What follows belongs to an exercise in optimizing a design on an open flow for small area, a short achievable clock period and few clock cycles per item; a production flow would make more cautious choices. RTL that was checked went through simulation tests only; none was proved equivalent to the original. Only the layout flow was run in runs 1, 3 and 4; the RTL was not checked for function there. Power is estimated from default activity; no workload was simulated.

`flow/flow/run.sh`:
```
#!/bin/bash
# Layout flow: the standard flow, with the port buffers made of the smallest buffer cell.
cp standard.sh standard_sh.log
export BUFFER_PORTS_ARGS="-buffer_cell sky130_fd_sc_hd__buf_1"
bash standard.sh > standard.log 2>&1
```
`flow/config.mk`:
```
export PLATFORM = sky130hd
export DESIGN_NAME = hw_scan_ctrl
export DESIGN_NICKNAME = hw_scan_ctrl
export VERILOG_FILES = /design/flow/design.v
export SDC_FILE = /design/flow/constraint.sdc
export NUM_CORES = 4
export LEC_CHECK = 0
export ABC_CLOCK_PERIOD_IN_PS = 3000
export CAP_MARGIN = 20
export CORE_MARGIN = 2
export CORE_UTILIZATION = 40
export SETUP_SLACK_MARGIN = 5
export SLEW_MARGIN = 20
export TNS_END_PERCENT = 100
```
`flow/constraint.sdc`:
```
create_clock -name core_clock -period 8.5 [get_ports {clk}]
set_input_delay 1.7000 -clock core_clock [delete_from_list [all_inputs] [get_ports {clk}]]
set_output_delay 1.7000 -clock core_clock [all_outputs]
set_load 0.01 [all_outputs]
```
`flow/design.v`:
```
module hw_scan_ctrl #(
  parameter int VEC_W   = 1024,
  parameter int WORD_W  = 32,
  parameter int MAX_LOC = 32
) (
  input  logic                       clk,
  input  logic                       rst,
  input  logic                       i_in_valid,
  output logic                       o_in_ready,
  input  logic [VEC_W-1:0]           i_in_data,
  output logic                       o_loc_valid,
  input  logic                       i_loc_ready,
  output logic [$clog2(VEC_W)-1:0]   o_loc_data,
  output logic [$clog2(MAX_LOC)-1:0] o_loc_ord,
  output logic                       o_done_valid,
  input  logic                       i_done_ready,
  output logic [$clog2(VEC_W):0]     o_done_count,
  output logic                       o_done_trunc
);
  localparam int NW    = VEC_W / WORD_W;
  localparam int IDX_W = $clog2(NW);
  localparam int BIT_W = $clog2(WORD_W);
  localparam int LOC_W = $clog2(VEC_W);
  localparam int ORD_W = $clog2(MAX_LOC);
  localparam int CNT_W = LOC_W + 1;
  localparam int HW    = WORD_W / 2;       
  localparam int HC_W  = $clog2(HW) + 1;
  function automatic logic [NW-1:0] preor(input logic [NW-1:0] x);
    preor = x;
    for (int s = 1; s < NW; s = s * 2) preor = preor | (preor << s);
  endfunction
  function automatic logic [NW-1:0] sufor(input logic [NW-1:0] x);
    sufor = x;
    for (int s = 1; s < NW; s = s * 2) sufor = sufor | (sufor >> s);
  endfunction
  function automatic logic [NW-1:0] lowest1h(input logic [NW-1:0] x);
    lowest1h = x & ~(preor(x) << 1);
  endfunction
  function automatic logic [NW-1:0] highest1h(input logic [NW-1:0] x);
    highest1h = x & ~(sufor(x) >> 1);
  endfunction
  function automatic logic [2:0] cnt3(input logic [NW-1:0] x);
    logic [2:0] c [NW];
    for (int i = 0; i < NW; i++) c[i] = {2'b00, x[i]};
    for (int s = 1; s < NW; s = s * 2)
      for (int i = 0; i < NW; i = i + 2 * s)
        c[i] = {c[i][2] | c[i+s][2] | (c[i][1] & c[i+s][0]) | (c[i][0] & c[i+s][1]),
                c[i][1] | c[i+s][1] | (c[i][0] & c[i+s][0]),
                c[i][0] | c[i+s][0]};
    cnt3 = c[0];
  endfunction
  function automatic logic [BIT_W-1:0] enc32(input logic [WORD_W-1:0] oh);
    enc32 = '0;
    for (int i = 0; i < WORD_W; i++) if (oh[i]) enc32 = enc32 | BIT_W'(i);
  endfunction
  function automatic logic [IDX_W-1:0] encw(input logic [NW-1:0] oh);
    encw = '0;
    for (int i = 0; i < NW; i++) if (oh[i]) encw = encw | IDX_W'(i);
  endfunction
  function automatic logic [HC_W-1:0] popcnt16(input logic [HW-1:0] b);
    logic [1:0] s1 [8];
    logic [2:0] s2 [4];
    logic [3:0] s3 [2];
    for (int i = 0; i < 8; i++) s1[i] = {1'b0, b[2*i]} + {1'b0, b[2*i+1]};
    for (int i = 0; i < 4; i++) s2[i] = {1'b0, s1[2*i]} + {1'b0, s1[2*i+1]};
    for (int i = 0; i < 2; i++) s3[i] = {1'b0, s2[2*i]} + {1'b0, s2[2*i+1]};
    popcnt16 = {1'b0, s3[0]} + {1'b0, s3[1]};
  endfunction
  logic [VEC_W-1:0]  r_vec;
  logic [NW-1:0]     r_rb, r_sb;    
  logic [NW-1:0]     r_rp, r_sp;    
  logic              r_rdy, r_busy, r_endPend;
  logic              r_fresh;           
  logic              r_beatF, r_popF;   
  logic [NW-1:0]     r_sel;             
  logic [WORD_W-1:0] r_f;
  logic              r_fV, r_fLast;
  logic [2*HC_W-1:0] r_g;
  logic              r_gV, r_gLast;
  logic [CNT_W-1:0]  r_acc;
  logic [2:0]        r_cV;
  logic [CNT_W-1:0]  r_c0, r_c1, r_c2;
  logic              r_wV, r_wEnd, r_pV, r_pEnd;
  logic [WORD_W-1:0] r_wBits, r_pBits;
  logic [IDX_W-1:0]  r_wIdx, r_pIdx;
  logic              r_lv, r_dv, r_dt, r_cap;
  logic [LOC_W-1:0]  r_ld;
  logic [ORD_W-1:0]  r_ord, r_lo;
  logic [CNT_W-1:0]  r_dc;
  logic [NW-1:0]     w_nzIn;
  always_comb
    for (int j = 0; j < NW; j++) w_nzIn[j] = |i_in_data[j*WORD_W +: WORD_W];
  logic              w_acc, w_endInQ, w_capSame, w_fetch;
  logic              w_rbOne, w_rpOne, w_sbInRp, w_spInRb, w_sbIsSp, w_uLe1, w_uLe2;
  logic              w_rbRemE, w_rpRemE, w_fetchDone, w_endPush, w_push, w_pushEnd;
  logic [2:0]        w_rbC, w_rpC, w_uC;
  logic [WORD_W-1:0] w_word;
  logic [IDX_W-1:0]  w_wordIdx;
  assign w_acc     = r_rdy & i_in_valid;
  assign w_endInQ  = (r_wV & r_wEnd) | (r_pV & r_pEnd);
  assign w_capSame = r_cap & ~w_endInQ;
  assign w_fetch   = r_beatF | r_popF;
  assign w_rbC    = cnt3(r_rb);
  assign w_rpC    = cnt3(r_rp);
  assign w_uC     = cnt3(r_rb | r_rp);
  assign w_rbOne  = w_rbC[0] & ~w_rbC[1];
  assign w_rpOne  = w_rpC[0] & ~w_rpC[1];
  assign w_uLe1   = ~w_uC[1];
  assign w_uLe2   = ~w_uC[2];
  assign w_sbInRp = |(r_sb & r_rp);
  assign w_spInRb = |(r_sp & r_rb);
  assign w_sbIsSp = |(r_sb & r_sp);
  always_comb begin
    w_word = '0;
    for (int j = 0; j < NW; j++) w_word = w_word | ({WORD_W{r_sel[j]}} & r_vec[j*WORD_W +: WORD_W]);
  end
  assign w_wordIdx = encw(r_sel);
  assign w_rbRemE = r_beatF ? w_rbOne : ~w_rbC[0];
  assign w_rpRemE = r_beatF ? (~w_rpC[0] | (w_rpOne & w_sbInRp)) :
                    r_popF  ? w_rpOne : ~w_rpC[0];
  assign w_fetchDone = r_busy & ~r_endPend & w_rpRemE & (w_rbRemE | w_capSame);
  assign w_endPush = (r_endPend | (w_fetchDone & ~r_beatF)) & ~r_pV;
  assign w_push    = r_beatF | w_endPush;
  assign w_pushEnd = ~r_beatF;
  logic [2*HC_W-1:0] w_gNext;
  logic [CNT_W-1:0]  w_accNext;
  always_comb
    for (int h = 0; h < 2; h++) w_gNext[HC_W*h +: HC_W] = r_fV ? popcnt16(r_f[HW*h +: HW]) : '0;
  assign w_accNext = r_acc + (r_gV ? (CNT_W'(r_g[HC_W-1:0]) + CNT_W'(r_g[2*HC_W-1:HC_W])) : '0);
  logic              w_outFree, w_act, w_beat, w_pop, w_multi, w_lastOrd, w_capNext, w_drop;
  logic              w_cntAvail, w_qPop, w_cRd;
  logic [CNT_W-1:0]  w_cntHead;
  logic [WORD_W-1:0] w_wPre, w_bit1h;
  assign w_cntAvail = r_cV[0] | r_gLast;
  assign w_cntHead  = r_cV[0] ? r_c0 : w_accNext;
  assign w_outFree  = ~(r_lv & ~i_loc_ready) & ~(r_dv & ~i_done_ready);
  assign w_act      = w_outFree & r_wV & (~r_wEnd | w_cntAvail);
  assign w_beat     = w_act & ~r_wEnd & ~r_cap;
  assign w_wPre     = preor(r_wBits);
  assign w_bit1h    = r_wBits & ~(w_wPre << 1);
  assign w_multi    = |(r_wBits & (w_wPre << 1));
  assign w_lastOrd  = (r_ord == ORD_W'(MAX_LOC - 1));
  assign w_pop      = w_act & (r_wEnd | r_cap | ~w_multi | w_lastOrd);
  assign w_qPop     = ~r_wV | w_pop;
  assign w_cRd      = w_act & r_wEnd;
  assign w_capNext  = r_cap | (w_beat & w_lastOrd);
  assign w_drop     = w_capNext & ~r_wEnd;
  logic              w_wVN, w_wEndN, w_pVN, w_pEndN, w_capN;
  logic [WORD_W-1:0] w_wBitsN, w_pBitsN;
  logic [IDX_W-1:0]  w_wIdxN, w_pIdxN;
  always_comb begin
    w_wVN    = r_wV;
    w_wEndN  = r_wEnd;
    w_wBitsN = w_beat ? (r_wBits & ~w_bit1h) : r_wBits;
    w_wIdxN  = r_wIdx;
    w_pVN    = r_pV;
    w_pEndN  = r_pEnd;
    w_pBitsN = r_pBits;
    w_pIdxN  = r_pIdx;
    if (w_qPop) begin
      w_pVN = 1'b0;
      if (r_pV) begin
        w_wVN    = ~(w_drop & ~r_pEnd);
        w_wEndN  = r_pEnd;
        w_wBitsN = r_pBits;
        w_wIdxN  = r_pIdx;
      end else begin
        w_wVN    = w_push & ~(w_drop & ~w_pushEnd);
        w_wEndN  = w_pushEnd;
        w_wBitsN = w_word;
        w_wIdxN  = w_wordIdx;
      end
    end else if (w_push) begin
      w_pVN    = 1'b1;
      w_pEndN  = w_pushEnd;
      w_pBitsN = w_word;
      w_pIdxN  = w_wordIdx;
    end
  end
  assign w_capN = w_cRd ? 1'b0 : w_capNext;
  logic          w_busyN, w_endPendN, w_rbAnyN, w_rpAnyN, w_capSameN, w_beatFN, w_popFN;
  logic [NW-1:0] w_rbN, w_rpN, w_sbN, w_spN, w_sb2, w_sp2;
  assign w_busyN    = w_acc | (r_busy & ~w_fetchDone);
  assign w_endPendN = (r_endPend | w_fetchDone) & ~w_endPush;
  assign w_sb2      = lowest1h(r_rb & ~r_sb);
  assign w_sp2      = highest1h(r_rp & ~r_sp);
  always_comb begin
    if (r_rdy) begin
      w_rbN    = w_nzIn;
      w_rpN    = w_nzIn;
      w_sbN    = '0;
      w_spN    = '0;
      w_rbAnyN = 1'b0;
      w_rpAnyN = 1'b0;
    end else begin
      w_rbN    = r_beatF ? (r_rb & ~r_sb) : r_rb;
      w_rpN    = w_fetch ? (r_rp & ~r_sel) : r_rp;
      w_sbN    = (r_beatF | r_fresh) ? w_sb2 : r_sb;
      w_spN    = (r_popF | (r_beatF & w_sbIsSp) | r_fresh) ? w_sp2 : r_sp;
      w_rbAnyN = ~w_rbRemE;
      w_rpAnyN = ~w_rpRemE;
    end
  end
  assign w_capSameN = w_capN & ~((w_wVN & w_wEndN) | (w_pVN & w_pEndN));
  assign w_beatFN   = w_busyN & ~w_endPendN & ~w_pVN & w_rbAnyN & ~w_capSameN;
  assign w_popFN    = w_busyN & ~w_endPendN & ~w_beatFN & w_rpAnyN;
  logic       w_uNLe1, w_rbNE, w_rdyN;
  assign w_uNLe1 = r_rdy ? 1'b0 :
                   (w_uLe1 | (w_uLe2 & (r_beatF | (r_popF & ~w_spInRb))));
  assign w_rbNE  = ~w_rbAnyN;
  assign w_rdyN  = ~w_busyN | (~w_endPendN & w_uNLe1 & (w_rbNE | ~w_pVN));
  logic [2:0]       w_cVN;
  logic [CNT_W-1:0] w_c0N, w_c1N, w_c2N;
  always_comb begin
    w_cVN = r_cV;
    w_c0N = r_c0;
    w_c1N = r_c1;
    w_c2N = r_c2;
    if (w_cRd & r_cV[0]) begin
      w_cVN = {1'b0, r_cV[2:1]};
      w_c0N = r_c1;
      w_c1N = r_c2;
    end
    if (r_gLast & ~(w_cRd & ~r_cV[0])) begin
      if (~w_cVN[0]) begin
        w_cVN[0] = 1'b1;
        w_c0N    = w_accNext;
      end else if (~w_cVN[1]) begin
        w_cVN[1] = 1'b1;
        w_c1N    = w_accNext;
      end else begin
        w_cVN[2] = 1'b1;
        w_c2N    = w_accNext;
      end
    end
  end
  always_ff @(posedge clk) begin
    if (r_rdy | ~r_busy) r_vec <= i_in_data;
  end
  always_ff @(posedge clk or posedge rst) begin
    if (rst) begin
      r_rdy     <= 1'b1;
      r_busy    <= 1'b0;
      r_endPend <= 1'b0;
      r_beatF   <= 1'b0;
      r_popF    <= 1'b0;
      r_fresh   <= 1'b0;
      r_fV      <= 1'b0;
      r_fLast   <= 1'b0;
      r_gV      <= 1'b0;
      r_gLast   <= 1'b0;
      r_acc     <= '0;
      r_cV      <= '0;
      r_wV      <= 1'b0;
      r_pV      <= 1'b0;
      r_lv      <= 1'b0;
      r_dv      <= 1'b0;
      r_ord     <= '0;
      r_cap     <= 1'b0;
    end else begin
      r_rdy     <= w_rdyN;
      r_busy    <= w_busyN;
      r_endPend <= w_endPendN;
      r_beatF   <= w_beatFN;
      r_popF    <= w_popFN;
      r_fresh   <= w_acc;
      r_fV      <= r_beatF ? w_sbInRp : r_popF;
      r_fLast   <= w_fetchDone;
      r_gV      <= r_fV;
      r_gLast   <= r_fLast;
      r_acc     <= r_gLast ? '0 : w_accNext;
      r_cV      <= w_cVN;
      r_wV      <= w_wVN;
      r_pV      <= w_pVN;
      r_cap     <= w_capN;
      if (w_act) begin
        if (r_wEnd) r_ord <= '0;
        else if (~r_cap) r_ord <= r_ord + 1'b1;
      end
      if (w_outFree) begin
        r_lv <= w_beat;
        r_dv <= w_cRd;
      end
    end
  end
  always_ff @(posedge clk) begin
    r_rb    <= w_rbN;
    r_rp    <= w_rpN;
    r_sb    <= w_sbN;
    r_sp    <= w_spN;
    r_sel   <= w_beatFN ? w_sbN : w_spN;
    r_f <= w_word;
    r_g <= w_gNext;
    r_c0 <= w_c0N;
    r_c1 <= w_c1N;
    r_c2 <= w_c2N;
    r_wEnd  <= w_wEndN;
    r_wBits <= w_wBitsN;
    r_wIdx  <= w_wIdxN;
    r_pEnd  <= w_pEndN;
    r_pBits <= w_pBitsN;
    r_pIdx  <= w_pIdxN;
    if (w_act) begin
      if (r_wEnd) begin
        r_dc <= w_cntHead;
        r_dt <= (w_cntHead > CNT_W'(MAX_LOC));
      end else if (~r_cap) begin
        r_ld <= {r_wIdx, enc32(w_bit1h)};
        r_lo <= r_ord;
      end
    end
  end
  assign o_in_ready   = r_rdy;
  assign o_loc_valid  = r_lv;
  assign o_loc_data   = r_ld;
  assign o_loc_ord    = r_lo;
  assign o_done_valid = r_dv;
  assign o_done_count = r_dc;
  assign o_done_trunc = r_dt;
endmodule
```
`flow/standard.sh`:
```
#!/bin/bash
# synth_recipe.tcl (not shown) runs the flow's synth.tcl, then flattens the netlist and writes it again
# the make line also repeats each setting of config.mk as NAME=value (left out here)
make -C /OpenROAD-flow-scripts/flow DESIGN_CONFIG=/design/flow/config.mk WORK_HOME=/design/flow/orfs CLKGATE_MAP_FILE= SYNTH_SCRIPT=/design/flow/synth_recipe.tcl "${@:-finish}"
```
==> out/summary.md, run 1 <==
In the layout the commonest cells are 1200 x sky130_fd_sc_hd__edfxtp_1, 1058 x sky130_fd_sc_hd__buf_1, 441 x sky130_fd_sc_hd__a22oi_1. Via count of the routed design: 48773. The total core area came out at 141100 µm². The tools report the total power as 23.83 mW.

The floorplan step defined a die boundary enclosing 144600 µm². The run gives 0.7085 as the register area share after synthesis. The family of cells with the greatest summed delay on the critical path was simple AND/OR/NAND/NOR gates. Summed over all layers, the routed wires come to 341500 µm.

The number of buffers inserted during clock tree synthesis was 154. The number of library cell types mapped by synthesis came out at 79. Headroom to the max-slew limit: 0.1607. In the routed design, unresolved DRC markers number 0.

In this run the cell area of the synthesized design comes to 56640 µm². For this run, the slowest stage of the critical path takes 640 ps. Start point of the critical path: r_wBits[0]$_SDFFCE_PP0P_. Synthesis produced a netlist with a net count of 5052. In this run the register-to-register setup slack is 4320 ps. The detailed router's first-iteration violation count was 8705; the chip width was 380.3 µm.

Counting both buffers and inverters, the worst setup path holds a total of 2. For the global routing usage summed across all routing layers, the log shows 0.4593. Measured along the y axis, the die boundary spans 380.3 µm. For this design, the sink count on the clock tree is 1396. The starting utilization of the core area is 0.4015, and the via count of the first global-routing pass is 44892.

The run gives 0.5619 as the met1 layer usage reported by global route. TritonCTS built the clock tree. The library cell used most frequently in the layout, excluding fill and tap cells, is sky130_fd_sc_hd__edfxtp_1.

At the pin with the least slew margin, the transition time is 1249 ps. The signal arrival time at the worst endpoint came out at 4840 ps. In the final design database the tool counted 6257 nets.

The largest individual stage delay along the critical path comes from the cell sky130_fd_sc_hd__or4_4. The critical path ends at r_sel[25]$_DFF_P_. In this run the critical register-to-register path is launched from r_wBits[0]$_SDFFCE_PP0P_.

The worst register-to-register path ends at r_sel[25]$_DFF_P_. Data on the critical path is required at its endpoint by 9160 ps. For this design the top-level I/O count stands at 1059. The busiest layer in global routing was met2. Number of maximum-capacitance constraint violations: 0. The number of placement rows was 138; the insertion delay of the later-clocked pin in the worst-skew pair was 810 ps. Dividing total power by cell area gives a power density of 339.4 nW/µm². The path category of the worst min-delay check was flop to flop. Across the VDD grid, the largest voltage drop is 0.3362 mV.

The pre-antenna-repair detailed-routing pass consisted of 8 iterations. Met3 usage: 0.1337. Clock skew on the completed layout was measured at 39.03 ps. The number of cells on the worst reg-to-reg path is 11.

The wire length of the first global-routing pass was 433900 µm. The worst setup path is captured at a flop. The analysis attributes to cell leakage a power of 22.65 nW.

The via-per-instance ratio works out to 6.722. Startpoint type of the worst setup path: a flop. The synthesized design contains 1396 register bits. The signal on the critical path passes through or4_4, or4_4, or3_4, or2_4, a2111oi_4, a21oi_2, buf_12, mux2_2, or2_4, buf_16, mux2_4. The tools report the hold violation count in the final report as 0. The area overhead of the layout relative to synthesis was 23.95%; the met2 track utilization from global routing was 0.6923. The maximum clock path buffer count was 3.

The critical path in this run is classified as flop to flop. Setup repair after global routing could not meet its margin everywhere. For the instance count of the mapped netlist, the log shows 3978. The run finished with no timing, DRC or antenna violations. The total of endpoints with negative setup slack in the final report is 0.

In this run the worst path has a maximum fanout of 16. After clock tree synthesis, the flow added hold-fix buffers numbering 0. The number of max-slew violations in the final report was 0; the final estimated routing congestion in global placement was 1.069. The share of synthesized flip-flops with an asynchronous set or reset is 0.02436, and the clock-pin slew on the worst setup and hold paths is 60 ps. Detailed placement finished with a half-perimeter wire length of 270000 µm. For this run, the top clock speed supported by timing is 239.1 MHz.

The fraction of layout cells with a size suffix above 1 was 0.1278. The cell at the root of the clock tree was sky130_fd_sc_hd__clkbuf_16. The initial antenna violation count is 124.

The most instantiated flip-flop cell in the synthesis netlist is sky130_fd_sc_hd__edfxtp_1. The routed length per instance was 47.07 µm. Counting I/O delays and the setup requirement, the final critical path takes 4182 ps. The critical path depth in cells was 11; the total grt overflow was 0. The final core utilization was 0.4977. Entering global routing, the biggest net connects 190 pins.

The share of the clock period used by the worst path after layout was 0.4920; the number of H-tree branching levels was 4. Dividing the synthesized area by the synthesized cell count gives 14.24 µm². The antenna violation net count after detailed routing was 0; the number of warnings printed during yosys synthesis was 10. The number of port buffers came out at 1058.

Yosys mapped a number of flops with a built-in enable equal to 1200.
==> through the flow <==
stage          setup WS, ps  hold slack (ps)  instance area (µm²)  std cells  TNS (ps)
4_1_cts                4397            359.8                69750       7178         0
3_5_place_dp           3680            346.5                63640       6841         0
5_1_grt                4270            365.0                70130       7227         0
3_3_place_gp           3701            331.7                63530       6836         0
2_1_floorplan        -104.8            331.2                56770       3978     -3145
6_report               4318            353.4                70200       7256         0
==> routing by layer <==
metal | part of all wire | vias up
met1 | 0.35 | 24705
met4 | 0.090 | 68
met5 | 0.0013 | -
met3 | 0.12 | 958
met2 | 0.44 | 4270
li1 | - | 18772
==> flip-flops by register name (all words and copies together) (netlist names), 32 cells and up <==
register,flops
r_sb,32
r_sel,32
r_vec,1024
r_pBits,32
r_rp,32
r_f,32
r_wBits,32
r_rb,32
r_sp,32
==> cells by family (layout without fill, tap and decap cells) <==
kind of cell | Yosys count | in the layout | synth area share
buf+inv | 281 | 1606 | 0.01937
simple gates | 1177 | 1179 | 0.1145
xor+xnor | 15 | 15 | 0.002320
compound gates | 976 | 976 | 0.1238
mux | 85 | 85 | 0.01816
fa+ha+maj | 48 | 48 | 0.01339
flops | 1396 | 1396 | 0.7085
other cells | 0 | 61 | 0
==> worst min path at each step <==
stage,slack [ps],start,cells after the start,endpoint
CTS,360,r_fLast$_DFF_PP0_,0,r_gLast$_DFF_PP0_
global route,370,r_fLast$_DFF_PP0_,0,r_gLast$_DFF_PP0_
floorplan,330,r_fLast$_DFF_PP0_,0,r_gLast$_DFF_PP0_
global placement,330,r_fLast$_DFF_PP0_,0,r_gLast$_DFF_PP0_
finish,350,r_fLast$_DFF_PP0_,0,r_gLast$_DFF_PP0_
detailed placement,350,r_fLast$_DFF_PP0_,0,r_gLast$_DFF_PP0_
==> what timing repair did <==
action | CTS | global route
endpoints found under the setup margin | 668 | 204
setup buffers | 41 | 16
pin swaps | 32 | 29
cloned | 18 | 0
gates resized for setup | 144 | 43
==> cell type report <==
| cell class | count | area (µm²) |
|---|---|---|
| fill | 12593 | 70860 |
| timing repair buffer | 1259 | 5931 |
| clock inverter | 88 | 754.5 |
| clock buffer | 190 | 4040 |
| inverter | 62 | 265.3 |
| timing repair inverter | 7 | 108.9 |
| multi-input combinational | 2303 | 16400 |
| antenna | 61 | 152.6 |
| tap | 1890 | 2365 |
| sequential | 1396 | 40190 |
==> synth_stat cells (all sizes together), types with 14 or more instances <==
| cell | number | share of area |
|---|---|---|
| o21ai | 139 | 0.012 |
| or4 | 43 | 0.0059 |
| nor2 | 180 | 0.012 |
| a221oi | 70 | 0.011 |
| nor3 | 31 | 0.0027 |
| nand2 | 173 | 0.011 |
| dfrtp | 33 | 0.015 |
| inv | 62 | 0.0041 |
| buf | 24 | 0.0023 |
| dfxtp | 162 | 0.057 |
| and2 | 14 | 0.0015 |
| a22o | 76 | 0.012 |
| o22ai | 33 | 0.0036 |
| a21oi | 78 | 0.0069 |
| nand3 | 85 | 0.0075 |
| o211ai | 29 | 0.0038 |
| nand4 | 165 | 0.018 |
| nor4 | 302 | 0.033 |
| clkbuf | 195 | 0.013 |
| mux2i | 33 | 0.0058 |
| mux2 | 52 | 0.012 |
| edfxtp | 1200 | 0.64 |
| ha | 23 | 0.0051 |
| a22oi | 442 | 0.059 |
| nor2b | 41 | 0.0045 |
| nand2b | 76 | 0.0084 |
| fa | 22 | 0.0078 |
==> where the power goes <==
group	switching (mW)	internal (mW)	total (mW)	leakage (nW)
Clock	2.90	3.66	6.56	2.37
Sequential	0.836	8.34	9.18	12.5
Combinational	5.16	2.93	8.09	7.73
==> worst reg2reg max path: stages (launching register included) <==
cell                        delay (ps)
sky130_fd_sc_hd__edfxtp_1          410
sky130_fd_sc_hd__or4_4             590
sky130_fd_sc_hd__or4_4             640
sky130_fd_sc_hd__or3_4             360
sky130_fd_sc_hd__or2_4             250
sky130_fd_sc_hd__a2111oi_4         370
sky130_fd_sc_hd__a21oi_2           130
sky130_fd_sc_hd__buf_12            140
sky130_fd_sc_hd__mux2_2            260
sky130_fd_sc_hd__or2_4             350
sky130_fd_sc_hd__buf_16            230
sky130_fd_sc_hd__mux2_4            320
==> run 2: changes to the inputs <==
--- a/flow/design.v
+++ b/flow/design.v
@@ -81,6 +81,7 @@
   logic [2:0]        r_cV;
   logic [CNT_W-1:0]  r_c0, r_c1, r_c2;
   logic              r_wV, r_wEnd, r_pV, r_pEnd;
+  logic              r_wMulti, r_pMulti;   
   logic [WORD_W-1:0] r_wBits, r_pBits;
   logic [IDX_W-1:0]  r_wIdx, r_pIdx;
   logic              r_lv, r_dv, r_dt, r_cap;
@@ -138,13 +139,19 @@
   assign w_beat     = w_act & ~r_wEnd & ~r_cap;
   assign w_wPre     = preor(r_wBits);
   assign w_bit1h    = r_wBits & ~(w_wPre << 1);
-  assign w_multi    = |(r_wBits & (w_wPre << 1));
+  assign w_multi    = r_wMulti;
   assign w_lastOrd  = (r_ord == ORD_W'(MAX_LOC - 1));
   assign w_pop      = w_act & (r_wEnd | r_cap | ~w_multi | w_lastOrd);
   assign w_qPop     = ~r_wV | w_pop;
   assign w_cRd      = w_act & r_wEnd;
   assign w_capNext  = r_cap | (w_beat & w_lastOrd);
   assign w_drop     = w_capNext & ~r_wEnd;
+  logic              w_wMultiN, w_pMultiN, w_wordMulti, w_w3;
+  logic [2:0]        w_wordC, w_wC;
+  assign w_wordC     = cnt3(w_word);
+  assign w_wordMulti = w_wordC[1];
+  assign w_wC        = cnt3(r_wBits);
+  assign w_w3        = w_wC[2];
   logic              w_wVN, w_wEndN, w_pVN, w_pEndN, w_capN;
   logic [WORD_W-1:0] w_wBitsN, w_pBitsN;
   logic [IDX_W-1:0]  w_wIdxN, w_pIdxN;
@@ -157,24 +164,29 @@
     w_pEndN  = r_pEnd;
     w_pBitsN = r_pBits;
     w_pIdxN  = r_pIdx;
+    w_wMultiN = w_beat ? w_w3 : r_wMulti;
+    w_pMultiN = r_pMulti;
     if (w_qPop) begin
       w_pVN = 1'b0;
       if (r_pV) begin
-        w_wVN    = ~(w_drop & ~r_pEnd);
-        w_wEndN  = r_pEnd;
-        w_wBitsN = r_pBits;
-        w_wIdxN  = r_pIdx;
+        w_wVN     = ~(w_drop & ~r_pEnd);
+        w_wEndN   = r_pEnd;
+        w_wBitsN  = r_pBits;
+        w_wIdxN   = r_pIdx;
+        w_wMultiN = r_pMulti;
       end else begin
-        w_wVN    = w_push & ~(w_drop & ~w_pushEnd);
-        w_wEndN  = w_pushEnd;
-        w_wBitsN = w_word;
-        w_wIdxN  = w_wordIdx;
+        w_wVN     = w_push & ~(w_drop & ~w_pushEnd);
+        w_wEndN   = w_pushEnd;
+        w_wBitsN  = w_word;
+        w_wIdxN   = w_wordIdx;
+        w_wMultiN = w_wordMulti;
       end
     end else if (w_push) begin
-      w_pVN    = 1'b1;
-      w_pEndN  = w_pushEnd;
-      w_pBitsN = w_word;
-      w_pIdxN  = w_wordIdx;
+      w_pVN     = 1'b1;
+      w_pEndN   = w_pushEnd;
+      w_pBitsN  = w_word;
+      w_pIdxN   = w_wordIdx;
+      w_pMultiN = w_wordMulti;
     end
   end
   assign w_capN = w_cRd ? 1'b0 : w_capNext;
@@ -300,6 +312,8 @@
     r_pEnd  <= w_pEndN;
     r_pBits <= w_pBitsN;
     r_pIdx  <= w_pIdxN;
+    r_wMulti <= w_wMultiN;
+    r_pMulti <= w_pMultiN;
     if (w_act) begin
       if (r_wEnd) begin
         r_dc <= w_cntHead;
==> run 2 against run 1 <==
Still clean on timing, DRC and antenna. Synthesized cell count grew 3.6%. Wire length down 0.56%. Clock-buffer cell count fell by 3. Cell count is 1.8% higher.
==> out/summary.md, run 2 <==
For the maximum vdd drop, the log shows 0.4781 mV. The die is 381.9 µm tall. The commonest cells after synthesis are 1202 x sky130_fd_sc_hd__edfxtp_1, 578 x sky130_fd_sc_hd__a22oi_1, 335 x sky130_fd_sc_hd__nor4_1, 234 x sky130_fd_sc_hd__nand4_1, 210 x sky130_fd_sc_hd__clkbuf_1.

Data arrives at the worst endpoint at 4100 ps. After synthesis the netlist holds a flip-flop and latch count of 1398. The clock drives 1398 sinks. For this design, the CTS-stage hold fixing added 0 buffers. For the number of H-tree branching levels, the log shows 4.

Across the whole layout, storage elements account for 40300 µm². The most instantiated flip-flop cell in the synthesis netlist is sky130_fd_sc_hd__edfxtp_1. The worst setup path is captured at a flop. The detail route stage leaves a number of antenna-violating nets equal to 0. Counting cells, the worst reg-to-reg path comes to 11.

The overall routed net length came out at 339600 µm. Overall power consumption after layout is estimated at 24.14 mW. 1059 I/O pins were placed.

The run gives 0 as the number of max-slew violations in the final report. The number of flip-flops in the largest register works out to 1024. A synthesized cell averages 13.86 µm². The synthesized design contains 1202 enable-type register cells. The tools report the logic gate share of total power as 0.346. Along the worst hold path, the cell count comes to 0. The classification of the worst setup path is input port to flop. Timing would allow up to 278.3 MHz. The via count of the first global-routing pass was 45287; the final estimated routing congestion in global placement was 1.109.

The die area is 145900 µm². Setup repair after global routing could not meet its margin everywhere. Ratio of total power to cell area: 337.6 nW/µm². The cell type contributing the most total cell area after synthesis is sky130_fd_sc_hd__edfxtp_1.

The run finished with no timing, DRC or antenna violations. The worst hold path terminates at r_gLast$_DFF_PP0_. After synthesis the cells add up to 57120 µm². The tools report the internal power of the cells as 15.26 mW. The share of the clock period used by the worst path after layout is 0.4227, and the worst slack at placement is 2920 ps.

Entering global routing, the biggest net connects 197 pins. The minimum period implied by the final worst setup slack is 3593 ps. The share of synthesized flip-flops with an asynchronous set or reset was 0.02432. STA classifies the critical path startpoint as an input port.

The HPWL after detailed placement is 262200 µm. In the routed layout, each cell is associated on average with a via count of 6.821. The insertion delay of the later-clocked pin in the worst-skew pair came out at 830 ps. The tools report the global routing usage summed across all routing layers as 0.4467. The transition at the pin with the smallest max-transition slack was 1355 ps. The number of nets in the final layout came out at 6387. Detailed router's first-iteration violation count: 9378. Register area share after synthesis: 0.7035. The filler cells instantiated in the layout total 12511. The run gives 40.54 ps as the worst clock skew on the final layout. STA puts the critical path data required time at 9010 ps. In this run the most critical hold path is launched from r_fLast$_DFF_PP0_. The share of power burned in registers is 0.369. TritonCTS built the clock tree.

Adding up every negative setup slack in the final design gives 0 ps. The run gives 22.93 nW as the total leakage power. Sorting the synthesized cells by area gives the leading types as sky130_fd_sc_hd__edfxtp_1 63%, sky130_fd_sc_hd__a22oi_1 7.6%, sky130_fd_sc_hd__dfxtp_1 5.7%.

The via count of the routed design is 50388, and the final hold slack is 387.0 ps. After clock tree synthesis, the clock-pin slew on the worst setup and hold paths is 60 ps. Max-cap violations in this run came to 0. The maximum fanout count along the critical path came out at 2.

The floorplan has 138 rows. Yosys instantiated no cell more often than sky130_fd_sc_hd__edfxtp_1. The multi-input combinational cells in the finished layout cover a total of 17050 µm². The maximum clock path buffer count is 3, and the routed length per instance is 45.98 µm. The top cell types in the final layout, fill and taps aside, are 1202 x sky130_fd_sc_hd__edfxtp_1, 1055 x sky130_fd_sc_hd__buf_1, 536 x sky130_fd_sc_hd__a22oi_1.

The run gives 151 as the number of buffers inserted during clock tree synthesis. The tools report the hold violation count in the final report as 0. The register name with the most flops was r_vec. For the number of warnings printed during yosys synthesis, the log shows 12.

In this run the critical register-to-register path is captured at r_g[7]$_SDFF_PN0_. The number of port buffers came out at 1058. In this run the worst hold path is classified as flop to flop.

Setup violations remaining at the end of the flow were counted as 0. For the total core area, the log shows 141600 µm². The root buffer cell chosen for the clock tree is sky130_fd_sc_hd__clkbuf_16.

Relative to the synthesized area, the layout overhead comes to 25.18%. The initial antenna violation count is 112. The number of library cell types mapped by synthesis is 88. After technology mapping, the gate count stands at 4123. The power share of the clock group was 0.285. The chip width works out to 381.9 µm. The wire length of the first global-routing pass was 426400 µm; the switching power was 8.885 mW. Fraction of layout cells with a size suffix above 1: 0.1342. The proportion of total power due to net switching works out to 0.3680.

Leaving out fill and tap cells, the most frequent cell in the layout is sky130_fd_sc_hd__edfxtp_1. The headroom to the max-slew limit came out at 0.08849. The starting utilization of the core area was 0.4035.

Counting every net in the synthesized netlist gives 5197. After layout, the worst setup slack is 4907 ps. The post-route DRC violation count is 0.

Total grt overflow: 0. Setup slack of the most critical reg-to-reg path: 5020 ps. The startpoint identified for the worst register-to-register timing path is r_f[19]$_DFF_P_. For this run, the detailed router's first-pass iteration total came to 9. Portion of synthesized cell area occupied by the leading cell type: 0.6319.
## run 2: changes by cell type after synthesis, moves of 27 or more
cell / change
sky130_fd_sc_hd__a21oi_1: +39
sky130_fd_sc_hd__a221oi_1: -62
sky130_fd_sc_hd__a22o_1: -69
sky130_fd_sc_hd__a22oi_1: +136
sky130_fd_sc_hd__inv_1: +40
sky130_fd_sc_hd__mux2_2: +27
sky130_fd_sc_hd__mux2_4: -30
sky130_fd_sc_hd__nand2b_1: -28
sky130_fd_sc_hd__nand3_1: -49
sky130_fd_sc_hd__nand4_1: +69
sky130_fd_sc_hd__nor4_1: +33
sky130_fd_sc_hd__or4_1: -29
## run 2: layout make-up
class                      instances  share of cell area
clock buffer                     187             0.05606
tap                             1890             0.03307
antenna                           58            0.002030
timing repair buffer            1257             0.08584
clock inverter                    92             0.01535
multi-input combinational       2404              0.2384
sequential                      1398              0.5635
inverter                         101            0.005757
## run 2: through the flow
step                cell area (µm²)    util  instances
floorplan                     57250       -       4123
global placement              63950  0.4517       6963
detailed placement            64090  0.4527       6968
CTS                           70220  0.4960       7286
global route                  71450  0.5047       7366
finish                        71510  0.5050       7387
## run 2: timing repair
action | in CTS | in global routing
cloned | 2 | 5
pin swaps | 31 | 53
gates resized for setup | 119 | 161
buffers inserted | 37 | 35
endpoints found under the setup margin | 157 | 92
## run 2: critical path: stages
cell	delay [ps]
sky130_fd_sc_hd__buf_1	120
sky130_fd_sc_hd__nor4_1	820
sky130_fd_sc_hd__nand4_1	590
sky130_fd_sc_hd__o21ai_1	670
sky130_fd_sc_hd__o21ai_0	180
## run 2: power by group through the flow
stage | Sequential, mW | Combinational [mW] | Clock, mW
global placement | 9.02 | 6.74 | 0
global route | 8.91 | 8.68 | 7.13
floorplan | 8.55 | 3.80 | 0
detailed placement | 9.03 | 6.86 | 0
CTS | 8.85 | 7.68 | 6.89
finish | 8.91 | 8.35 | 6.89
## run 2: worst max path at each step
stage                               start            endpoint  slack (ps)  cells after the start
final                      i_in_data[998]  r_rb[31]$_DFFE_PP_        4910                      5
after global routing       r_f[3]$_DFF_P_   r_g[2]$_SDFF_PN0_        4940                     11
after CTS                  r_f[3]$_DFF_P_   r_g[2]$_SDFF_PN0_        4970                     11
after detailed placement      i_loc_ready    r_popF$_DFF_PP0_        2920                     12
after global placement        i_loc_ready    r_popF$_DFF_PP0_        3040                     12
after floorplan           r_rdy$_DFF_PP1_  r_vec[0]$_DFFE_PP_        3320                      3
## run 2: cell families (layout without fill, tap and decap cells)
kind of cell / after synthesis / in the layout / synth area share
compound gates: 1014 / 1014 / 0.1231
other cells: 0 / 58 / 0
mux: 74 / 74 / 0.01404
simple gates: 1241 / 1243 / 0.1204
xor+xnor: 14 / 14 / 0.002147
buf+inv: 323 / 1637 / 0.02149
fa+ha+maj: 59 / 59 / 0.01520
flops: 1398 / 1398 / 0.7035
## run 2: per-layer routing
layer / vias up / share of wire / global-route usage
met5: - / 0.0015 / 0
met4: 66 / 0.076 / 0.2655
met3: 995 / 0.15 / 0.1755
met2: 4717 / 0.41 / 0.6350
met1: 25371 / 0.36 / 0.5746
li1: 19239 / - / -
Testbench counts of run 2, summed over its fixed seeds: cycles 32,690, items 1,920.
==> run 3: changes to the inputs <==
--- a/flow/design.v
+++ b/flow/design.v
@@ -97,6 +97,8 @@
   logic [2:0]        w_rbC, w_rpC, w_uC;
   logic [WORD_W-1:0] w_word;
   logic [IDX_W-1:0]  w_wordIdx;
+  logic w_ld;
+  assign w_ld      = r_rdy | ~r_busy;
   assign w_acc     = r_rdy & i_in_valid;
   assign w_endInQ  = (r_wV & r_wEnd) | (r_pV & r_pEnd);
   assign w_capSame = r_cap & ~w_endInQ;
@@ -197,7 +199,7 @@
   assign w_sb2      = lowest1h(r_rb & ~r_sb);
   assign w_sp2      = highest1h(r_rp & ~r_sp);
   always_comb begin
-    if (r_rdy) begin
+    if (w_ld) begin
       w_rbN    = w_nzIn;
       w_rpN    = w_nzIn;
       w_sbN    = '0;
@@ -217,7 +219,7 @@
   assign w_beatFN   = w_busyN & ~w_endPendN & ~w_pVN & w_rbAnyN & ~w_capSameN;
   assign w_popFN    = w_busyN & ~w_endPendN & ~w_beatFN & w_rpAnyN;
   logic       w_uNLe1, w_rbNE, w_rdyN;
-  assign w_uNLe1 = r_rdy ? 1'b0 :
+  assign w_uNLe1 = w_ld ? 1'b0 :
                    (w_uLe1 | (w_uLe2 & (r_beatF | (r_popF & ~w_spInRb))));
   assign w_rbNE  = ~w_rbAnyN;
   assign w_rdyN  = ~w_busyN | (~w_endPendN & w_uNLe1 & (w_rbNE | ~w_pVN));
@@ -247,7 +249,7 @@
     end
   end
   always_ff @(posedge clk) begin
-    if (r_rdy | ~r_busy) r_vec <= i_in_data;
+    if (w_ld) r_vec <= i_in_data;
   end
   always_ff @(posedge clk or posedge rst) begin
     if (rst) begin
==> flow/flow/run.sh (replaced) <==
#!/bin/bash
cp standard.sh standard_sh.log
export BUFFER_PORTS_ARGS="-buffer_cell sky130_fd_sc_hd__buf_1"
export SETUP_SLACK_MARGIN=5.4
bash standard.sh > standard.log 2>&1
--- a/flow/config.mk
+++ b/flow/config.mk
@@ -5,10 +5,9 @@
 export SDC_FILE = /design/flow/constraint.sdc
 export NUM_CORES = 4
 export LEC_CHECK = 0
-export ABC_CLOCK_PERIOD_IN_PS = 3000
+export ABC_CLOCK_PERIOD_IN_PS = 2500
 export CAP_MARGIN = 20
 export CORE_MARGIN = 2
 export CORE_UTILIZATION = 40
-export SETUP_SLACK_MARGIN = 5
 export SLEW_MARGIN = 20
 export TNS_END_PERCENT = 100
==> run 3 against run 2 <==
Still clean on timing, DRC and antenna. Power shrank 3.5%. Via count rose by 2.0%. Clock skew is 10 ps higher. Core utilization is 0.91 points higher. Design area up 4.4%. Die area up 2.0%. Sequential power is 3.7% higher. Clock power is 3.6% lower. Largest cell class unchanged. Highest routed layer unchanged.
==> out/summary.md, run 3 <==
The library cells used most frequently in the layout, excluding fill and tap cells, are 1202 x sky130_fd_sc_hd__edfxtp_1, 1051 x sky130_fd_sc_hd__buf_1, 519 x sky130_fd_sc_hd__a22oi_1. The analysis attributes to cell leakage a power of 24.75 nW. The maximum fanout count along the critical path is 31. At the end of routability-driven placement, the weighted congestion stood at 1.050.

Counting the buffers created by CTS gives 150. Yosys instantiated no cell more often than sky130_fd_sc_hd__edfxtp_1. The share of synthesized flip-flops with an asynchronous set or reset was 0.02432. TritonCTS built the clock tree. The flow ran to the end and the layout has no timing, DRC or antenna violations.

Based on the critical path, the design can be clocked at up to 282.9 MHz. After synthesis the netlist holds a flip-flop and latch count of 1398. The total power came out at 23.29 mW. Clock-pin slew was measured on the worst setup and hold paths at 60 ps.

The signal arrival time at the worst endpoint was 4070 ps. The cell type contributing the most total cell area after synthesis was sky130_fd_sc_hd__edfxtp_1. Summing all placed instances gives a cell area of 64810 µm². For the pin with the worst max-slew slack, the measured transition is 1200 ps.

The register with the most flip-flops in the layout has 1024 of them. The number of H-tree branching levels is 4, and the worst slack at placement is 3276 ps. Post-layout worst setup margin: 4966 ps.

In the final routed layout, each cell accounts on average for 44.33 µm. The area growth from synthesis to layout is 28.14%. Sorting the synthesized cells by area gives the leading types as sky130_fd_sc_hd__edfxtp_1 62%, sky130_fd_sc_hd__a22oi_1 7.6%, sky130_fd_sc_hd__dfxtp_1 5.6%.

The layout has 12696 filler cells. The number of nets in the final layout is 6609, and the total of endpoints with negative setup slack in the final report is 0. The ratio of total power to cell area was 311.9 nW/µm²; the total core area was 145200 µm².

The tools report the global routing usage summed across all routing layers as 0.4397. Via count of the first global-routing pass: 47043. The first detailed-routing pass ran for 8 iterations. The register area share after synthesis is 0.6897, and the share of the clock period used by the worst path after layout is 0.4158. VDD sags by at most 0.3263 mV. In this run the mean area of a mapped cell was 13.94 µm².

Entering global routing, the biggest net connects 207 pins. The first global-routing pass estimated 430300 µm of wire. During I/O placement, the number of pins put on the boundary was 1059. Leaving out fill and tap cells, the most frequent cell in the layout is sky130_fd_sc_hd__edfxtp_1. On the final layout, the worst clock skew is 50.59 ps.

Global routing finished with a remaining overflow of 0. The tools report the net count of the mapped netlist as 5255. Data on the critical path is required at its endpoint by 9030 ps. The headroom to the max-slew limit came out at 0.1927.

The tools report the insertion delay of the later-clocked pin in the worst-skew pair as 810 ps. After detailed routing, the number of remaining DRC violations is 0. The multi-input combinational cells in the finished layout cover a total of 18420 µm². By count the netlist is led by 1202 x sky130_fd_sc_hd__edfxtp_1, 592 x sky130_fd_sc_hd__a22oi_1, 296 x sky130_fd_sc_hd__nor4_1, 229 x sky130_fd_sc_hd__nand4_1, 176 x sky130_fd_sc_hd__nor2_1. The number of library cell types mapped by synthesis came out at 91. In this run, the number of DRC markers left after iteration 0 of detailed routing was 9358. The fraction of layout cells with a size suffix above 1 was 0.1843.

Ranked by flip-flop count, first place goes to r_vec. The sequential cells in the finished layout cover a total of 40300 µm². The post-synth design cell area is 58270 µm². STA classifies the critical path startpoint as a flop.

The portion of synthesized cell area occupied by the leading cell type is 0.6194, and the number of standard cells in the layout, taps in and fillers out is 7614. Max-cap violations in this run came to 0. In the synthesized netlist the dominant register cell turns out to be sky130_fd_sc_hd__edfxtp_1. In the synthesized netlist, the number of instances is 4181. The tree is rooted in a sky130_fd_sc_hd__clkbuf_16. The path category of the worst min-delay check is flop to flop. The logs give 0 for the number of max-slew violations in the final report and 56 for the initial antenna violation count. Clock tree synthesis found a total of 1398 sinks.

The number of placement rows was 140; the die area was 148700 µm². The critical path is of the flop to flop type. The total placed cells including tap cells came out at 7025. The die is 385.7 µm wide. The die height was 385.7 µm. Setup repair after global routing could not meet its margin everywhere.

After routing, the total negative slack on setup checks comes to 0 ps. The clock period could shrink to 3534 ps. Input and output buffers added on the ports amount to 1058. The run gives 0.4013 as the starting utilization of the core area. Summed over all layers, the routed wires come to 337500 µm.

For this run, the number of Yosys warnings is 12. The via count of the routed design is 51418, and the hold violation count in the final report is 0. The logs give 74670 µm² for the area of all placed cells without fillers and 0 for the antenna violation net count after detailed routing. The worst setup path is captured at a flop. The number of enable flip-flop cells after synthesis came out at 1202. After detailed routing, the number of vias per cell comes to 6.753. The wire-length estimate of the detail-placed layout is 254900 µm. The clock passes through at most 3 buffers.
run 3: layout make-up:
type | count | area share
Sequential cell | 1398 | 0.5397
Tap cell | 1917 | 0.03212
Timing Repair Buffer | 1451 | 0.1087
Antenna cell | 38 | 0.001274
Multi-Input combinational cell | 2415 | 0.2467
Clock buffer | 197 | 0.05443
Inverter | 119 | 0.006401
Clock inverter | 79 | 0.01072
run 3: metal layers:
layer | part of all wire | global-route usage | routed length (µm)
met5 | 0.00043 | 0 | 144
met2 | 0.42 | 0.6460 | 143100
met3 | 0.13 | 0.1333 | 44130
met4 | 0.096 | 0.3373 | 32300
met1 | 0.35 | 0.5430 | 117800
run 3: power by group:
group	switching, mW	internal (mW)
Sequential	0.655	8.59
Combinational	4.52	2.89
Clock	2.94	3.71
Total	8.11	15.2
run 3: timing repair:
| action | CTS | global route |
|---|---|---|
| setup endpoints to repair | 769 | 148 |
| gates cloned | 13 | 2 |
| buffers inserted | 205 | 53 |
| pin swaps | 110 | 69 |
| resized for setup | 333 | 134 |
| hold buffers | 0 | 0 |
run 3: worst paths after layout:
path / startpoint / depth (start not counted) / end / slack, ps
max: r_sel[11]$_DFF_P_ / 11 / r_wMulti$_DFFE_PP_ / 4970
min: r_fLast$_DFF_PP0_ / 0 / r_gLast$_DFF_PP0_ / 350
max reg2reg: r_sel[11]$_DFF_P_ / 11 / r_wMulti$_DFFE_PP_ / 4970
min reg2reg: r_fLast$_DFF_PP0_ / 0 / r_gLast$_DFF_PP0_ / 350
max in group asynchronous: rst / 3 / r_beatF$_DFF_PP0_ / 7130
min in group asynchronous: rst / 3 / r_acc[9]$_DFF_PP0_ / 990
run 3: worst max-delay path, cell delays in order (launching register included):
cell and delay, ps:
sky130_fd_sc_hd__dfxtp_2 370, sky130_fd_sc_hd__buf_8 190, sky130_fd_sc_hd__a22oi_2 480, sky130_fd_sc_hd__nand4_1 240, sky130_fd_sc_hd__nor4_4 250, sky130_fd_sc_hd__buf_4 180
sky130_fd_sc_hd__nand4_1 180, sky130_fd_sc_hd__buf_4 210, sky130_fd_sc_hd__a22oi_1 240, sky130_fd_sc_hd__nand2_1 80, sky130_fd_sc_hd__a2111o_1 430, sky130_fd_sc_hd__o31a_1 260
run 3: stage by stage:
step	utilization	hold slack, ps
2_1_floorplan	-	331.2
3_3_place_gp	0.4448	332.6
3_5_place_dp	0.4463	348.5
4_1_cts	0.5058	338.4
5_1_grt	0.5139	338.6
6_report	0.5142	346.6
run 3: logic make-up after synthesis:
family,Yosys count,share of synthesized area
DFF,1398,0.6897
and+or+nand+nor,1246,0.1265
AOI/OAI and AO/OA,1033,0.1262
buffers and inverters,369,0.02789
muxes,66,0.01327
adders and majority gates,57,0.01456
xor gates and xnor gates,12,0.001804
==> run 4: changes to the inputs <==
--- a/flow/design.v
+++ b/flow/design.v
@@ -74,9 +74,11 @@
   logic              r_beatF, r_popF;   
   logic [NW-1:0]     r_sel;             
   logic [WORD_W-1:0] r_f;
-  logic              r_fV, r_fLast;
+  logic              r_fV, r_fLast, r_fBeat;    
   logic [2*HC_W-1:0] r_g;
-  logic              r_gV, r_gLast;
+  logic              r_gV, r_gLast, r_gBeat;
+  logic [BIT_W-1:0]  r_bb;
+  logic              r_bbFull;
   logic [CNT_W-1:0]  r_acc;
   logic [2:0]        r_cV;
   logic [CNT_W-1:0]  r_c0, r_c1, r_c2;
@@ -92,9 +94,9 @@
   always_comb
     for (int j = 0; j < NW; j++) w_nzIn[j] = |i_in_data[j*WORD_W +: WORD_W];
   logic              w_acc, w_endInQ, w_capSame, w_fetch;
-  logic              w_rbOne, w_rpOne, w_sbInRp, w_spInRb, w_sbIsSp, w_uLe1, w_uLe2;
+  logic              w_sbInRp, w_sbIsSp, w_selInRp, w_selInRb, w_uLe1, w_uLe2;
   logic              w_rbRemE, w_rpRemE, w_fetchDone, w_endPush, w_push, w_pushEnd;
-  logic [2:0]        w_rbC, w_rpC, w_uC;
+  logic [2:0]        w_uC;
   logic [WORD_W-1:0] w_word;
   logic [IDX_W-1:0]  w_wordIdx;
   logic w_ld;
@@ -103,33 +105,33 @@
   assign w_endInQ  = (r_wV & r_wEnd) | (r_pV & r_pEnd);
   assign w_capSame = r_cap & ~w_endInQ;
   assign w_fetch   = r_beatF | r_popF;
-  assign w_rbC    = cnt3(r_rb);
-  assign w_rpC    = cnt3(r_rp);
-  assign w_uC     = cnt3(r_rb | r_rp);
-  assign w_rbOne  = w_rbC[0] & ~w_rbC[1];
-  assign w_rpOne  = w_rpC[0] & ~w_rpC[1];
-  assign w_uLe1   = ~w_uC[1];
-  assign w_uLe2   = ~w_uC[2];
-  assign w_sbInRp = |(r_sb & r_rp);
-  assign w_spInRb = |(r_sp & r_rb);
-  assign w_sbIsSp = |(r_sb & r_sp);
+  assign w_uC      = cnt3(r_rb | r_rp);
+  assign w_uLe1    = ~w_uC[1];
+  assign w_uLe2    = ~w_uC[2];
+  assign w_sbInRp  = |(r_sb & r_rp);
+  assign w_sbIsSp  = |(r_sb & r_sp);
+  assign w_selInRp = |(r_sel & r_rp);
+  assign w_selInRb = |(r_sel & r_rb);
   always_comb begin
     w_word = '0;
     for (int j = 0; j < NW; j++) w_word = w_word | ({WORD_W{r_sel[j]}} & r_vec[j*WORD_W +: WORD_W]);
   end
   assign w_wordIdx = encw(r_sel);
-  assign w_rbRemE = r_beatF ? w_rbOne : ~w_rbC[0];
-  assign w_rpRemE = r_beatF ? (~w_rpC[0] | (w_rpOne & w_sbInRp)) :
-                    r_popF  ? w_rpOne : ~w_rpC[0];
-  assign w_fetchDone = r_busy & ~r_endPend & w_rpRemE & (w_rbRemE | w_capSame);
+  assign w_rbRemE = ~|(r_rb & ~(r_beatF ? r_sel : '0));
+  assign w_rpRemE = ~|(r_rp & ~(w_fetch ? r_sel : '0));
+  assign w_fetchDone = r_busy & ~r_endPend & w_rpRemE & (w_rbRemE | w_capSame | r_bbFull);
   assign w_endPush = (r_endPend | (w_fetchDone & ~r_beatF)) & ~r_pV;
   assign w_push    = r_beatF | w_endPush;
   assign w_pushEnd = ~r_beatF;
   logic [2*HC_W-1:0] w_gNext;
   logic [CNT_W-1:0]  w_accNext;
   always_comb
-    for (int h = 0; h < 2; h++) w_gNext[HC_W*h +: HC_W] = r_fV ? popcnt16(r_f[HW*h +: HW]) : '0;
-  assign w_accNext = r_acc + (r_gV ? (CNT_W'(r_g[HC_W-1:0]) + CNT_W'(r_g[2*HC_W-1:HC_W])) : '0);
+    for (int h = 0; h < 2; h++) w_gNext[HC_W*h +: HC_W] = popcnt16(r_f[HW*h +: HW]);
+  logic [HC_W:0]     w_gSum;
+  logic [HC_W+1:0]   w_bbSum;
+  assign w_gSum    = {1'b0, r_g[HC_W-1:0]} + {1'b0, r_g[2*HC_W-1:HC_W]};
+  assign w_accNext = r_acc + (r_gV ? CNT_W'(w_gSum) : '0);
+  assign w_bbSum   = {2'b0, r_bb} + {1'b0, w_gSum};
   logic              w_outFree, w_act, w_beat, w_pop, w_multi, w_lastOrd, w_capNext, w_drop;
   logic              w_cntAvail, w_qPop, w_cRd;
   logic [CNT_W-1:0]  w_cntHead;
@@ -202,25 +204,25 @@
     if (w_ld) begin
       w_rbN    = w_nzIn;
       w_rpN    = w_nzIn;
-      w_sbN    = '0;
-      w_spN    = '0;
-      w_rbAnyN = 1'b0;
-      w_rpAnyN = 1'b0;
+      w_rbAnyN = w_nzIn[0];
+      w_rpAnyN = 1'b1;
     end else begin
-      w_rbN    = r_beatF ? (r_rb & ~r_sb) : r_rb;
+      w_rbN    = r_beatF ? (r_rb & ~r_sel) : r_rb;
       w_rpN    = w_fetch ? (r_rp & ~r_sel) : r_rp;
-      w_sbN    = (r_beatF | r_fresh) ? w_sb2 : r_sb;
-      w_spN    = (r_popF | (r_beatF & w_sbIsSp) | r_fresh) ? w_sp2 : r_sp;
       w_rbAnyN = ~w_rbRemE;
       w_rpAnyN = ~w_rpRemE;
     end
   end
+  assign w_sbN      = w_ld ? {{(NW-1){1'b0}}, w_beatFN} :
+                      (r_beatF | r_fresh) ? w_sb2 : r_sb;
+  assign w_spN      = w_ld ? {w_popFN, {(NW-1){1'b0}}} :
+                      (r_popF | (r_beatF & w_sbIsSp) | r_fresh) ? w_sp2 : r_sp;
   assign w_capSameN = w_capN & ~((w_wVN & w_wEndN) | (w_pVN & w_pEndN));
-  assign w_beatFN   = w_busyN & ~w_endPendN & ~w_pVN & w_rbAnyN & ~w_capSameN;
-  assign w_popFN    = w_busyN & ~w_endPendN & ~w_beatFN & w_rpAnyN;
+  assign w_beatFN   = w_busyN & ~w_endPendN & ~w_pVN & w_rbAnyN & ~w_capSameN & ~(r_bbFull & ~w_ld);
+  assign w_popFN    = w_busyN & ~w_beatFN & w_rpAnyN;
   logic       w_uNLe1, w_rbNE, w_rdyN;
   assign w_uNLe1 = w_ld ? 1'b0 :
-                   (w_uLe1 | (w_uLe2 & (r_beatF | (r_popF & ~w_spInRb))));
+                   (w_uLe1 | (w_uLe2 & (r_beatF | (r_popF & w_selInRp & ~w_selInRb))));
   assign w_rbNE  = ~w_rbAnyN;
   assign w_rdyN  = ~w_busyN | (~w_endPendN & w_uNLe1 & (w_rbNE | ~w_pVN));
   logic [2:0]       w_cVN;
@@ -261,8 +263,12 @@
       r_fresh   <= 1'b0;
       r_fV      <= 1'b0;
       r_fLast   <= 1'b0;
+      r_fBeat   <= 1'b0;
       r_gV      <= 1'b0;
       r_gLast   <= 1'b0;
+      r_gBeat   <= 1'b0;
+      r_bb      <= '0;
+      r_bbFull  <= 1'b0;
       r_acc     <= '0;
       r_cV      <= '0;
       r_wV      <= 1'b0;
@@ -282,6 +288,15 @@
       r_fLast   <= w_fetchDone;
       r_gV      <= r_fV;
       r_gLast   <= r_fLast;
+      r_fBeat   <= r_beatF & ~w_acc;
+      r_gBeat   <= r_fBeat & ~w_acc;
+      if (w_acc) begin
+        r_bb     <= '0;
+        r_bbFull <= 1'b0;
+      end else if (r_gBeat) begin
+        if (w_bbSum >= (HC_W+2)'(MAX_LOC)) r_bbFull <= 1'b1;
+        else r_bb <= w_bbSum[BIT_W-1:0];
+      end
       r_acc     <= r_gLast ? '0 : w_accNext;
       r_cV      <= w_cVN;
       r_wV      <= w_wVN;
==> flow/flow/run.sh (replaced) <==
#!/bin/bash
# Layout flow: the standard flow, with the port buffers made of the smallest buffer cell.
cp standard.sh standard_sh.log
export BUFFER_PORTS_ARGS="-buffer_cell sky130_fd_sc_hd__buf_1"
bash standard.sh > standard.log 2>&1
--- a/flow/config.mk
+++ b/flow/config.mk
@@ -5,9 +5,10 @@
 export SDC_FILE = /design/flow/constraint.sdc
 export NUM_CORES = 4
 export LEC_CHECK = 0
-export ABC_CLOCK_PERIOD_IN_PS = 2500
+export ABC_CLOCK_PERIOD_IN_PS = 3000
 export CAP_MARGIN = 20
 export CORE_MARGIN = 2
 export CORE_UTILIZATION = 40
+export SETUP_SLACK_MARGIN = 5
 export SLEW_MARGIN = 20
 export TNS_END_PERCENT = 100
==> run 4 against run 3 <==
Still clean on timing, DRC and antenna. Sequential share of layout area rose by 1.7 points. Power rose by 6.6%. Via count rose by 0.85%. Combinational power rose by 12%. Clock-buffer cell count fell by 10. First-iteration DRC count rose by 8.2%. Worst hold slack improved by 28 ps. Sequential cell count rose by 8. Register-to-register slack barely moved. Global-route usage rose by 1.9 points. Core utilization fell by 0.70 points. Critical endpoint is now r_rp[19]$_DFFE_PP_.
==> out/summary.md, run 4 <==
The flow ran to the end and the layout has no timing, DRC or antenna violations. The startpoint identified for the worst register-to-register timing path is r_sel[8]$_DFF_P_. Number of top-level pins: 1059. At the end of the flow, the number of nets in the layout was 6567. At the end of routability-driven placement, the weighted congestion stood at 1.092. Minimum period implied by the final worst setup slack: 3626 ps.

The die is 384.2 µm wide. The layer flagged by global routing as most heavily used is met2. The run gives 0.395 as the share of power burned in registers.

Ratio of total power to cell area: 341.3 nW/µm². The fmax was 275.8 MHz. Post-synth design cell area: 57830 µm². The tightest min-delay check is of the flop to flop type. The most frequent standard cell in the layout excluding fill and tap cells was sky130_fd_sc_hd__edfxtp_1. The worst register-to-register path ends at r_wMulti$_DFFE_PP_. The routed layout has 51855 vias.

The slowest cell on the critical path is sky130_fd_sc_hd__nor4_1. The logs give 116 for the initial antenna violation count and 58.21 ps for the worst clock skew on the final layout. The HPWL after detailed placement is 269400 µm.

The met2 track utilization from global routing was 0.6228; the proportion of total power due to net switching was 0.3702. The met3 usage was 0.1920. The die height was 384.2 µm; the maximum fanout count along the critical path was 2. In this run the deepest clock path goes through 3 buffers.

The classification of the worst setup path is input port to flop. Entering global routing, the biggest net connects 199 pins. The number of library cell types mapped by synthesis was 88; the required time of the critical path was 9060 ps.

Headroom to the max-slew limit: 0.06058. Number of max-slew violations in the final report: 0. The tools report the met1 layer usage reported by global route as 0.6053. Traced cell by cell, the critical path runs through buf_1, nor4_1, nand4_1, o21ai_0, nand2_1.

Counting instances, the worst hold path has a depth of 0. Yosys mapped a number of flops with a built-in enable equal to 1202. The setup slack of the most critical reg-to-reg path was 4970 ps; the area of all placed cells without fillers was 72770 µm².

The endpoint of the worst hold-timing path is r_gV$_DFF_PP0_. The flip-flop and latch count after synthesis was 1406. sky130_fd_sc_hd__edfxtp_1 is the most common cell in the netlist. The Yosys step of the flow raised 10 warnings. The total of endpoints with negative setup slack in the final report is 0, and the portion of synthesized cell area occupied by the leading cell type is 0.6242. Buffers placed on the I/O ports in this run total 1058. After detailed placement, the total cell area comes to 64950 µm². After clock tree synthesis, the clock-pin slew on the worst setup and hold paths is 60 ps.

For the total power, the log shows 24.84 mW. STA classifies the critical path endpoint as a flop. The number of cells on the worst reg-to-reg path is 12. The fraction of layout cells with a size suffix above 1 is 0.1314, and the final hold slack is 374.2 ps. Setup repair after global routing could not meet its margin everywhere. The starting utilization of the core area was 0.4030; the switching power was 9.196 mW. The instance count of the mapped netlist is 4221, and the global routing usage summed across all routing layers is 0.4592. Total grt overflow: 0.

The power share of the clock group came out at 0.270. The routed length per instance is 46.56 µm. The register name with the most flops was r_vec.

Once detail routing completed, the nets flagged for antenna violations numbered 0. The share of the clock period used by the worst path after layout is 0.4266, and the logic gate share of total power is 0.335. The via count of the first global-routing pass is 45725, and the net count of the mapped netlist is 5301.

Post-route DRC violation count: 0. Compared with the post-synthesis result, the final layout area differs by 25.85%. In this run the clock root is driven by a sky130_fd_sc_hd__clkbuf_16.

The worst-case IR drop observed on VDD is 0.4402 mV. In the routed layout, each cell is associated on average with a via count of 6.843. Number of placement rows: 139. The worst hold path begins at r_fV$_DFF_PP0_. Most instantiated flip-flop cell in the synthesis netlist: sky130_fd_sc_hd__edfxtp_1. Yosys attributes the largest share of cell area to sky130_fd_sc_hd__edfxtp_1 62%, sky130_fd_sc_hd__a22oi_1 7.6%, sky130_fd_sc_hd__dfxtp_1 5.6%. The die covers 147600 µm².

The number of flip-flops in the largest register is 1024, and the register area share after synthesis is 0.6985. The tools report the overall routed net length as 352800 µm. STA classifies the critical path startpoint as an input port. The top cell types in the final layout, fill and taps aside, are 1202 x sky130_fd_sc_hd__edfxtp_1, 1057 x sky130_fd_sc_hd__buf_1, 575 x sky130_fd_sc_hd__a22oi_1. Internal power comes to 15.64 mW. For the worst setup path, the data arrival time is 4180 ps.

The logs give 24.04 nW for the total leakage power and 8 for the number of search-and-repair iterations in the first detailed-routing pass. After routing, the total negative slack on setup checks comes to 0 ps. Of all cell types, the one taking the most synthesized area is sky130_fd_sc_hd__edfxtp_1. Across the run, the number of max-cap violations was 0. The run gives 830 ps as the insertion delay of the later-clocked pin in the worst-skew pair. Clock tree synthesis found a total of 1406 sinks. TritonCTS built the clock tree. By count the netlist is led by 1202 x sky130_fd_sc_hd__edfxtp_1, 582 x sky130_fd_sc_hd__a22oi_1, 331 x sky130_fd_sc_hd__nor4_1, 239 x sky130_fd_sc_hd__nand2_1, 232 x sky130_fd_sc_hd__nand4_1. TritonCTS created 155 clock buffers. The detailed router finished its first iteration with 10130 violations. The delay of the slowest critical-path stage is 1090 ps, and the share of synthesized flip-flops with an asynchronous set or reset is 0.02987. The first global-routing pass estimated 440700 µm of wire. After synthesis, the mean cell area works out to 13.70 µm². The region available for standard cell placement spans 143500 µm². The hold violation count in the final report came out at 0.

The number of H-tree branching levels was 4; the transition at the pin with the smallest max-transition slack was 1396 ps.
## run 4: how the worst max path moves through the flow
stage / from / endpoint / slack [ps]
finish: i_in_data[609] / r_rp[19]$_DFFE_PP_ / 4870
global route: r_sb[14]$_DFF_P_ / r_sel[31]$_DFF_P_ / 4970
CTS: r_sel[7]$_DFF_P_ / r_wMulti$_DFFE_PP_ / 5000
detailed placement: i_in_data[6] / r_sel[17]$_DFF_P_ / 3170
global placement: i_in_data[6] / r_sel[7]$_DFF_P_ / 3220
floorplan: r_rdy$_DFF_PP1_ / r_rb[22]$_DFFE_PP_ / 4380
## run 4: critical path: cells and delay by family
family                 cells  cell delay, ps
AND/OR/NAND/NOR            3            1840
buffers and inverters      1             230
AO/OA/AOI/OAI              1             400
## run 4: repair_timing
| action | 4_1_cts | 5_1_grt |
|---|---|---|
| pin swaps | 28 | 24 |
| hold buffers | 0 | 0 |
| setup buffers | 66 | 58 |
| endpoints found under the setup margin | 401 | 460 |
| gates resized for setup | 175 | 72 |
| gates cloned | 10 | 6 |
## run 4: metrics by stage
stage	setup WS, ps	util	cells
5_1_grt	4966	0.5068	7557
6_report	4874	0.5072	7578
2_1_floorplan	4379	-	4221
4_1_cts	5002	0.4992	7446
3_3_place_gp	3218	0.4522	7091
3_5_place_dp	3175	0.4527	7092
## run 4: kinds of logic (layout without fill, tap and decap cells)
group / after synthesis / in the layout / share of synthesized area
mux: 84 / 84 / 0.01573
buf+inv: 347 / 1733 / 0.02317
flops: 1406 / 1406 / 0.6985
fa+ha+maj: 63 / 63 / 0.01610
xor+xnor: 19 / 19 / 0.002878
compound gates: 1004 / 1004 / 0.1220
simple gates: 1298 / 1299 / 0.1216
other cells: 0 / 67 / 0
## run 4: power by group through the flow
stage	clock (mW)	sequential (mW)	combinational [mW]
2_1_floorplan	0	9.29	3.99
3_3_place_gp	0	9.90	6.72
3_5_place_dp	0	9.89	6.90
4_1_cts	6.70	9.72	7.61
5_1_grt	6.97	9.78	8.74
6_report	6.72	9.81	8.31
## run 4: metal layers
| metal | wire length [µm] | share of wire |
|---|---|---|
| met4 | 26530 | 0.075 |
| met1 | 129700 | 0.37 |
| met3 | 54420 | 0.15 |
| met5 | 594 | 0.0017 |
| met2 | 141500 | 0.40 |
## run 4: layout make-up
type | count | area, µm²
timing repair buffer | 1330 | 7169
fill | 12709 | 70710
antenna | 67 | 167.7
sequential | 1406 | 40500
tap | 1903 | 2381
clock inverter | 91 | 838.3
clock buffer | 187 | 4093
inverter | 125 | 498.0
multi-input combinational | 2469 | 17130

[separate check: timing with driven ports]
Ports are ideal in the flow. The routed layouts listed here were re-timed in OpenROAD. Step 1 (the two cells are an assumption about what drives the block):
set clk [get_ports {clk}]
set_driving_cell -lib_cell sky130_fd_sc_hd__clkbuf_16 $clk
set_driving_cell -lib_cell sky130_fd_sc_hd__buf_2 [delete_from_list [all_inputs] $clk]
Step 2 adds t to the input delays and takes it off the output delays; t is the mean of the earliest and latest rising clock arrival at the registers after step 1. Input paths then give back, and output paths get back, about the clock's delay inside the block. Three values: ideal, step 1, step 2; two values: the first two.
| run | shift t [ns] | setup WS [ns] | hold WS [ns] | worst register clock-pin slew, ns |
|---|---|---|---|---|
| run 1 | 0.885 | 4.318 / 4.318 / 4.147 | 0.353 / 0.353 / 0.353 | 0.07 / 0.07 |
| run 2 | 0.905 | 4.907 / 4.767 / 3.862 | 0.387 / 0.387 / 0.387 | 0.08 / 0.08 |
| run 3 | 0.888 | 4.966 / 4.966 / 4.374 | 0.347 / 0.347 / 0.347 | 0.07 / 0.07 |
| run 4 | 0.885 | 4.874 / 4.938 / 4.053 | 0.374 / 0.374 / 0.374 | 0.07 / 0.07 |
After both steps setup and hold are still met in every run listed. The setup slack of run 2, which loses most, moves by -0.140 ns with the drivers and by -1.045 ns with both steps.
